From an optimization exercise on the open Yosys and OpenROAD flow, aimed at small area, a short achievable clock period and few clock cycles per item; shortcuts taken in it are not production practice. At most, simulation tests tie the RTL to the original design; equivalence was not proved.

==> inputs of v30 <==
==> flow/design.v <==
module riscv_multicycle #(
  parameter int unsigned  N        = 32,
  parameter logic [N-1:0] RESET_PC = '0
) (
  input  logic                clk,
  input  logic                rst,
  output logic                mem_req,
  output logic                mem_we,
  output logic [N-1:0]        mem_addr,
  output logic [N-1:0]        mem_wdata,
  input  logic [N-1:0]        mem_rdata,
  input  logic                mem_ready,
  output logic                retire,
  output logic                trap,
  output logic [N-1:0]        pc_out
);
  localparam logic [6:0] OP_LOAD   = 7'b0000011;
  localparam logic [6:0] OP_STORE  = 7'b0100011;
  localparam logic [6:0] OP_R      = 7'b0110011;
  localparam logic [6:0] OP_IMM    = 7'b0010011;
  localparam logic [6:0] OP_BRANCH = 7'b1100011;
  localparam logic [6:0] OP_JAL    = 7'b1101111;
  logic [N-1:0] r_pc4;     
  logic [N-1:0] r_tgt;     
  logic [11:0]  r_dlo;     
  logic [N-13:0] r_dhi;    
  logic [N-13:0] r_dalt;   
  logic         r_dsel;    
  logic         r_take;    
  logic [N-1:0] r_a;       
  logic [N-1:0] r_b;       
  logic [11:0]  r_imm;     
  logic [4:0]   r_rd;
  logic         r_ld, r_jal, r_wb, r_sub, r_and, r_or, r_slt;
  logic         r_ag;      
  logic         r_dm;      
  logic         r_we;      
  logic         r_ret;     
  logic         r_ill;     
  logic [N-1:0] r_rf [1:31];
  logic [31:1]  r_v;       
  logic [31*N-1:0] w_rf;
  always_comb
    for (int k = 1; k < 32; k++) w_rf[(k-1)*N +: N] = r_rf[k];
  logic [N-1:0] w_res;
  rv_alu #(.N(N)) u_alu (
    .a(r_a), .b(r_b), .sub(r_sub), .op_and(r_and), .op_or(r_or), .op_slt(r_slt),
    .op_jal(r_jal), .pc4(r_pc4), .res(w_res)
  );
  logic [N-1:0] w_fa;      
  rv_bus #(.N(N)) u_bus (
    .m(r_dm), .dsel(r_dsel), .dlo(r_dlo), .dhi(r_dhi), .dalt(r_dalt),
    .t(r_take), .x(r_tgt), .y(r_pc4), .q(w_fa)
  );
  assign mem_req   = ~r_ill & ~r_ag;
  assign mem_we    = r_we;
  assign mem_addr  = w_fa;
  assign mem_wdata = r_b;
  assign retire    = r_ret;
  assign trap      = r_ill;
  assign pc_out    = r_pc4;
  logic w_facc, w_dacc;
  assign w_facc = mem_ready & ~r_dm & ~r_ill;
  assign w_dacc = mem_ready & r_dm & ~r_ag;
  logic [6:0] d_op, d_f7;
  logic [2:0] d_f3;
  logic [4:0] d_rd, d_rs1, d_rs2;
  logic       d_ld, d_st, d_r, d_i, d_br, d_jal, d_alu3, d_legal;
  logic [N-1:0] d_immi, d_imms, d_immb, d_immj;
  assign d_op  = mem_rdata[6:0];
  assign d_rd  = mem_rdata[11:7];
  assign d_f3  = mem_rdata[14:12];
  assign d_rs1 = mem_rdata[19:15];
  assign d_rs2 = mem_rdata[24:20];
  assign d_f7  = mem_rdata[31:25];
  assign d_alu3  = (d_f3 == 3'b000) || (d_f3 == 3'b111) || (d_f3 == 3'b110) || (d_f3 == 3'b010);
  assign d_ld    = (d_op == OP_LOAD)  && (d_f3 == 3'b010);
  assign d_st    = (d_op == OP_STORE) && (d_f3 == 3'b010);
  assign d_r     = (d_op == OP_R) && (((d_f7 == 7'b0000000) && d_alu3) ||
                                      ((d_f7 == 7'b0100000) && (d_f3 == 3'b000)));
  assign d_i     = (d_op == OP_IMM) && d_alu3;
  assign d_br    = (d_op == OP_BRANCH) && (d_f3 == 3'b000);
  assign d_jal   = (d_op == OP_JAL);
  assign d_legal = d_ld | d_st | d_r | d_i | d_br | d_jal;
  assign d_immi = {{(N-12){mem_rdata[31]}}, mem_rdata[31:20]};
  assign d_imms = {{(N-12){mem_rdata[31]}}, mem_rdata[31:25], mem_rdata[11:7]};
  assign d_immb = {{(N-13){mem_rdata[31]}}, mem_rdata[31], mem_rdata[7], mem_rdata[30:25],
                   mem_rdata[11:8], 1'b0};
  assign d_immj = {{(N-21){mem_rdata[31]}}, mem_rdata[31], mem_rdata[19:12], mem_rdata[20],
                   mem_rdata[30:21], 1'b0};
  logic         w_fwd1, w_fwd2, w_haz;
  logic [N-1:0] w_rfa, w_rfb, w_opa, w_opb;
  assign w_fwd1 = r_wb && (d_rs1 == r_rd);
  assign w_fwd2 = r_wb && (d_rs2 == r_rd);
  assign w_haz  = (d_ld | d_st) && w_fwd1;
  rv_rdport #(.N(N)) u_rda (
    .sel(d_rs1), .valid(r_v), .regs(w_rf), .ovr(r_ag), .alt(r_a), .q(w_rfa)
  );
  rv_rdport #(.N(N)) u_rdb (
    .sel(d_rs2), .valid(r_v), .regs(w_rf), .ovr(1'b0), .alt({N{1'b0}}), .q(w_rfb)
  );
  assign w_opa = w_fwd1 ? w_res : w_rfa;
  assign w_opb = w_fwd2 ? w_res : w_rfb;
  logic [N-1:0] w_tgt;
  logic [11:0]  w_dlo;
  logic [N-13:0] w_dalt;
  logic         w_dsel;
  logic [11:0]  w_offs;
  logic         w_eq;
  always_comb begin
    if (r_ag)          w_offs = r_imm;
    else if (d_op[5])  w_offs = d_imms[11:0];
    else               w_offs = d_immi[11:0];
  end
  assign w_tgt = w_fa + (d_op[2] ? d_immj : d_immb);
  rv_agen #(.N(N)) u_dad (.a(w_rfa), .off(w_offs), .lo(w_dlo), .alt(w_dalt), .sel(w_dsel));
  rv_eq   #(.N(N)) u_eq  (.a(w_opa), .b(w_opb), .eq(w_eq));
  logic         w_we;
  logic [N-1:0] w_wd;
  assign w_we = r_wb | (r_ld & w_dacc);
  assign w_wd = r_dm ? mem_rdata : w_res;
  always_ff @(posedge clk) begin
    for (int k = 1; k < 32; k++)
      if (w_we && r_rd == 5'(k)) r_rf[k] <= w_wd;
  end
  always_ff @(posedge clk or negedge rst) begin
    if (!rst) r_v <= '0;
    else
      for (int k = 1; k < 32; k++)
        if (w_we && r_rd == 5'(k)) r_v[k] <= 1'b1;
  end
  always_ff @(posedge clk) begin
    if (w_facc) begin
      r_a   <= w_opa;
      r_b   <= d_i ? d_immi : w_opb;
      r_imm <= w_offs;
      r_rd  <= d_rd;
      r_tgt <= w_tgt;
    end
    if (w_facc | r_ag) begin
      r_dlo  <= w_dlo;
      r_dhi  <= w_rfa[N-1:12];
      r_dalt <= w_dalt;
      r_dsel <= w_dsel;
    end
  end
  always_ff @(posedge clk or negedge rst) begin
    if (!rst) begin
      r_pc4  <= RESET_PC;
      r_take <= 1'b0;
      r_ld   <= 1'b0;
      r_jal  <= 1'b0;
      r_wb   <= 1'b0;
      r_sub  <= 1'b0;
      r_and  <= 1'b0;
      r_or   <= 1'b0;
      r_slt  <= 1'b0;
      r_ag   <= 1'b0;
      r_dm   <= 1'b0;
      r_we   <= 1'b0;
      r_ret  <= 1'b0;
      r_ill  <= 1'b0;
    end else begin
      r_ret <= 1'b0;
      if (w_facc) begin
        r_pc4  <= w_fa + N'(4);
        r_take <= d_jal | (d_br & w_eq);
        r_ld   <= d_ld;
        r_jal  <= d_jal;
        r_wb   <= (d_r | d_i | d_jal) && (d_rd != 5'd0);
        r_sub  <= (d_r && d_f7[5]) || (d_f3 == 3'b010);
        r_and  <= (d_f3 == 3'b111);
        r_or   <= (d_f3 == 3'b110);
        r_slt  <= (d_f3 == 3'b010);
        r_ag   <= w_haz;
        r_dm   <= d_ld | d_st;
        r_we   <= d_st;
        r_ret  <= d_r | d_i | d_br | d_jal;
        r_ill  <= !d_legal;
      end else if (r_ag) begin
        r_ag   <= 1'b0;
      end else if (w_dacc) begin
        r_dm   <= 1'b0;
        r_we   <= 1'b0;
        r_ret  <= 1'b1;
      end
    end
  end
endmodule
module rv_alu #(
  parameter int unsigned N = 32
) (
  input  logic [N-1:0] a,
  input  logic [N-1:0] b,
  input  logic         sub,
  input  logic         op_and,
  input  logic         op_or,
  input  logic         op_slt,
  input  logic         op_jal,
  input  logic [N-1:0] pc4,
  output logic [N-1:0] res
);
  logic [N-1:0] sum;
  logic         lt;
  rv_add #(.N(N)) u_add (.a(a), .b(sub ? ~b : b), .cin(sub), .s(sum));
  assign lt = (a[N-1] ^ b[N-1]) ? a[N-1] : sum[N-1];
  always_comb begin
    if (op_jal)      res = pc4;
    else if (op_and) res = a & b;
    else if (op_or)  res = a | b;
    else if (op_slt) res = {{(N-1){1'b0}}, lt};
    else             res = sum;
  end
endmodule
module rv_rdport #(
  parameter int unsigned N = 32
) (
  input  logic [4:0]      sel,
  input  logic [31:1]     valid,
  input  logic [31*N-1:0] regs,
  input  logic            ovr,
  input  logic [N-1:0]    alt,
  output logic [N-1:0]    q
);
  logic [31:0]     oh;
  logic [32*N-1:0] d;
  logic [4*N-1:0]  gq;
  always_comb begin
    oh[0] = ovr;
    for (int k = 1; k < 32; k++) oh[k] = (sel == 5'(k)) && valid[k] && !ovr;
  end
  assign d = {regs, alt};
  for (genvar g = 0; g < 4; g++) begin : grp
    rv_ao8n #(.N(N)) u_ao (.s(oh[8*g +: 8]), .d(d[8*g*N +: 8*N]), .qn(gq[g*N +: N]));
  end
  assign q = ~(gq[0 +: N] & gq[N +: N] & gq[2*N +: N] & gq[3*N +: N]);
endmodule
module rv_ao8n #(
  parameter int unsigned N = 32
) (
  input  logic [7:0]     s,
  input  logic [8*N-1:0] d,
  output logic [N-1:0]   qn
);
  logic [N-1:0] q;
  always_comb begin
    q = '0;
    for (int j = 0; j < 8; j++) q = q | ({N{s[j]}} & d[j*N +: N]);
  end
  assign qn = ~q;
endmodule
module rv_eq #(
  parameter int unsigned N = 32
) (
  input  logic [N-1:0] a,
  input  logic [N-1:0] b,
  output logic         eq
);
  assign eq = (a == b);
endmodule
module rv_bus #(
  parameter int unsigned N = 32
) (
  input  logic          m,
  input  logic          dsel,
  input  logic [11:0]   dlo,
  input  logic [N-13:0] dhi,
  input  logic [N-13:0] dalt,
  input  logic          t,
  input  logic [N-1:0]  x,
  input  logic [N-1:0]  y,
  output logic [N-1:0]  q
);
  assign q = m ? {dsel ? dalt : dhi, dlo} : (t ? x : y);
endmodule
module rv_agen #(
  parameter int unsigned N = 32
) (
  input  logic [N-1:0]  a,
  input  logic [11:0]   off,
  output logic [11:0]   lo,
  output logic [N-13:0] alt,
  output logic          sel
);
  localparam int unsigned H = N - 12;
  logic [12:0]  s13;
  logic [H-1:0] h, k, z;
  rv_addgp #(.N(13)) u_lo (.a({1'b0, a[11:0]}), .b({1'b0, off}), .s(s13));
  assign lo  = s13[11:0];
  assign sel = s13[12] ^ off[11];
  always_comb begin
    h = a[N-1:12];
    k = h ^ {H{off[11]}};
    z = k;
    for (int d = 1; d < H; d = d * 2)
      for (int i = H - 1; i >= d; i = i - 1)
        z[i] = z[i] & z[i-d];
    alt = h ^ {z[H-2:0], 1'b1};
  end
endmodule
module rv_add #(
  parameter int unsigned N = 32
) (
  input  logic [N-1:0] a,
  input  logic [N-1:0] b,
  input  logic         cin,
  output logic [N-1:0] s
);
  logic [N-1:0] p, g, t;
  always_comb begin
    p = a ^ b;
    g = a;
    t = p;
    g[0] = p[0] ? cin : a[0];
    for (int d = 1; d < N; d = d * 2)
      for (int i = N - 1; i >= d; i = i - 1) begin
        g[i] = t[i] ? g[i-d] : g[i];
        t[i] = t[i] & t[i-d];
      end
    s = p ^ {g[N-2:0], cin};
  end
endmodule
module rv_addgp #(
  parameter int unsigned N = 32
) (
  input  logic [N-1:0] a,
  input  logic [N-1:0] b,
  output logic [N-1:0] s
);
  logic [N-1:0] p, g, gg, pp;
  always_comb begin
    p = a ^ b;
    g = a & b;
    gg = g;
    pp = p;
    for (int d = 1; d < N; d = d * 2)
      for (int i = N - 1; i >= d; i = i - 1) begin
        gg[i] = gg[i] | (pp[i] & gg[i-d]);
        pp[i] = pp[i] & pp[i-d];
      end
    s = p ^ {gg[N-2:0], 1'b0};
  end
endmodule
==> flow/run.sh <==
#!/bin/bash
# synth_recipe.tcl (not shown) runs the flow's synth.tcl, then flattens the netlist and writes it again
# the make line also repeats each setting of config.mk as NAME=value (left out here)
make -C /OpenROAD-flow-scripts/flow DESIGN_CONFIG=/design/flow/config.mk WORK_HOME=/design/flow/orfs CLKGATE_MAP_FILE= SYNTH_SCRIPT=/design/flow/synth_recipe.tcl finish
==> flow/config.mk <==
export PLATFORM = sky130hd
export DESIGN_NAME = riscv_multicycle
export DESIGN_NICKNAME = riscv_multicycle
export VERILOG_FILES = /design/flow/design.v
export SDC_FILE = /design/flow/constraint.sdc
export NUM_CORES = 4
export LEC_CHECK = 0
export CAP_MARGIN = 20
export CELL_PAD_IN_SITES_DETAIL_PLACEMENT = 1
export CORE_MARGIN = 2
export CORE_UTILIZATION = 30
export PLACE_DENSITY = 0.4
export SETUP_SLACK_MARGIN = 5
export SLEW_MARGIN = 20
export SYNTH_HIERARCHICAL = 1
export TNS_END_PERCENT = 10
==> flow/constraint.sdc <==
create_clock -name core_clock -period 9.0 [get_ports {clk}]
set_input_delay 1.8000 -clock core_clock [delete_from_list [all_inputs] [get_ports {clk}]]
set_output_delay 1.8000 -clock core_clock [all_outputs]
set_load 0.01 [all_outputs]
==> v27: changes against v30 <==
--- a/flow/design.v
+++ b/flow/design.v
@@ -29,4 +29,3 @@
   logic         r_take;    
-  logic [N-1:0] r_a;       
-  logic [N-1:0] r_b;       
+  logic [N-1:0] r_p, r_g;  
   logic [11:0]  r_imm;     
@@ -46,3 +45,3 @@
   rv_alu #(.N(N)) u_alu (
-    .a(r_a), .b(r_b), .sub(r_sub), .op_and(r_and), .op_or(r_or), .op_slt(r_slt),
+    .p(r_p), .g(r_g), .cin(r_sub), .op_and(r_and), .op_or(r_or), .op_slt(r_slt),
     .op_jal(r_jal), .pc4(r_pc4), .res(w_res)
@@ -57,3 +56,3 @@
   assign mem_addr  = w_fa;
-  assign mem_wdata = r_b;
+  assign mem_wdata = r_g;
   assign retire    = r_ret;
@@ -84,2 +83,4 @@
   assign d_legal = d_ld | d_st | d_r | d_i | d_br | d_jal;
+  logic d_kmem;
+  assign d_kmem = ~d_op[6] & ~d_op[4];    
   assign d_immi = {{(N-12){mem_rdata[31]}}, mem_rdata[31:20]};
@@ -96,3 +97,3 @@
   rv_rdport #(.N(N)) u_rda (
-    .sel(d_rs1), .valid(r_v), .regs(w_rf), .ovr(r_ag), .alt(r_a), .q(w_rfa)
+    .sel(d_rs1), .valid(r_v), .regs(w_rf), .ovr(r_ag), .alt(r_p), .q(w_rfa)
   );
@@ -103,2 +104,7 @@
   assign w_opb = w_fwd2 ? w_res : w_rfb;
+  logic         d_sub;
+  logic [N-1:0] w_bsel, w_bx;
+  assign d_sub  = (d_r && d_f7[5] && (d_f3 == 3'b000)) || ((d_r || d_i) && (d_f3 == 3'b010));
+  assign w_bsel = d_i ? d_immi : (d_kmem ? {N{1'b0}} : w_opb);
+  assign w_bx   = d_sub ? ~w_bsel : w_bsel;
   logic [N-1:0] w_tgt;
@@ -133,4 +139,4 @@
     if (w_facc) begin
-      r_a   <= w_opa;
-      r_b   <= d_i ? d_immi : w_opb;
+      r_p   <= w_opa ^ w_bx;
+      r_g   <= d_kmem ? w_opb : (w_opa & w_bx);
       r_imm <= w_offs;
@@ -170,3 +176,3 @@
         r_wb   <= (d_r | d_i | d_jal) && (d_rd != 5'd0);
-        r_sub  <= (d_r && d_f7[5]) || (d_f3 == 3'b010);
+        r_sub  <= d_sub;
         r_and  <= (d_f3 == 3'b111);
@@ -192,5 +198,5 @@
 ) (
-  input  logic [N-1:0] a,
-  input  logic [N-1:0] b,
-  input  logic         sub,
+  input  logic [N-1:0] p,
+  input  logic [N-1:0] g,
+  input  logic         cin,
   input  logic         op_and,
@@ -202,10 +208,18 @@
 );
-  logic [N-1:0] sum;
+  logic [N-1:0] gg, pp, sum;
   logic         lt;
-  rv_add #(.N(N)) u_add (.a(a), .b(sub ? ~b : b), .cin(sub), .s(sum));
-  assign lt = (a[N-1] ^ b[N-1]) ? a[N-1] : sum[N-1];
   always_comb begin
+    gg = g;
+    pp = p;
+    gg[0] = g[0] | (p[0] & cin);
+    for (int d = 1; d < N; d = d * 2)
+      for (int i = N - 1; i >= d; i = i - 1) begin
+        gg[i] = gg[i] | (pp[i] & gg[i-d]);
+        pp[i] = pp[i] & pp[i-d];
+      end
+    sum = p ^ {gg[N-2:0], cin};
+    lt  = p[N-1] ? sum[N-1] : g[N-1];
     if (op_jal)      res = pc4;
-    else if (op_and) res = a & b;
-    else if (op_or)  res = a | b;
+    else if (op_and) res = g;
+    else if (op_or)  res = p | g;
     else if (op_slt) res = {{(N-1){1'b0}}, lt};
Settings changed: SETUP_SLACK_MARGIN 5 to 4.55.
==> impl_metrics.csv <==
group,metric,value,unit
run_status,status,"timing/DRC/antenna clean",
layout,clkCellAreaFrac,6.13,%
layout,n_all_buffers,596,
route,wl_met3,17400,microns
floorplanning,die_width,454,microns
timing,timing.fmax,0.205,GHz
layout,fin_area,76800,sq um
worst_setup_path,crit_start,"mem_rdata[20]",
layout,signal_buffer_area_fraction,7.93,%
worst_setup_path,arrival,5590,ps
yosys,synth_fa_ha_area_share,1.13,%
route,drt_iter0_markers,5022,
Source of the figures above: v30

==> impl_metrics.csv <==
group,metric,value,unit
floorplanning,die_width,452,microns
worst_setup_path,arrival,5390,ps
clock_tree,numCtsBuffers,145,
worst_setup_path,crit_top_cell,"nand4_1",
layout,n_all_buffers,416,
worst_setup_path,crit_start,"mem_rdata[23]",
yosys,synth_fa_ha_area_share,1.66,%
timing,timing.fmax,0.214,GHz
run_status,status,"timing/DRC/antenna clean",
layout,clkCellAreaFrac,6.63,%
route,drt_iter0_markers,4645,
worst_setup_path,reg2reg_slack,4490,ps
route,wl_met3,14800,microns
layout,signal_buffer_area_fraction,5.44,%
Source of the figures above: v27

Testbench counts of v27, summed over its fixed seeds: cycles 90,854, retired 72,013.
Only the layout flow was run in v30; the RTL was not checked for function there.

==> port drivers added, routing unchanged <==
The flow's constraints put no driver on any port. The routed layouts listed below were extracted and timed again, unchanged, in two steps. Step 1 assumes that a clkbuf_16 drives the clock port and a buf_2 every other input. Step 2, shift: input delay + t, output delay - t, t = (earliest + latest rising clock arrival at the registers) / 2. This alone moves slack from input paths to output paths. Slacks: ideal ports / drivers / drivers and shift; pairs: ideal ports / drivers.
| run | shift t [ns] | setup WS [ns] | hold slack, ns | worst data-port slew with drivers (ns) |
|---|---|---|---|---|
| v30 | 0.901 | 4.133 / 4.201 / 3.300 | 0.479 / 0.479 / 0.479 | 0.09 |
| v27 | 0.885 | 4.320 / 4.355 / 3.470 | 0.496 / 0.496 / 0.496 | 0.08 |
After both steps setup and hold are still met in every run listed. The setup slack of v27, which loses most, moves by +0.035 ns with the drivers and by -0.850 ns with both steps.
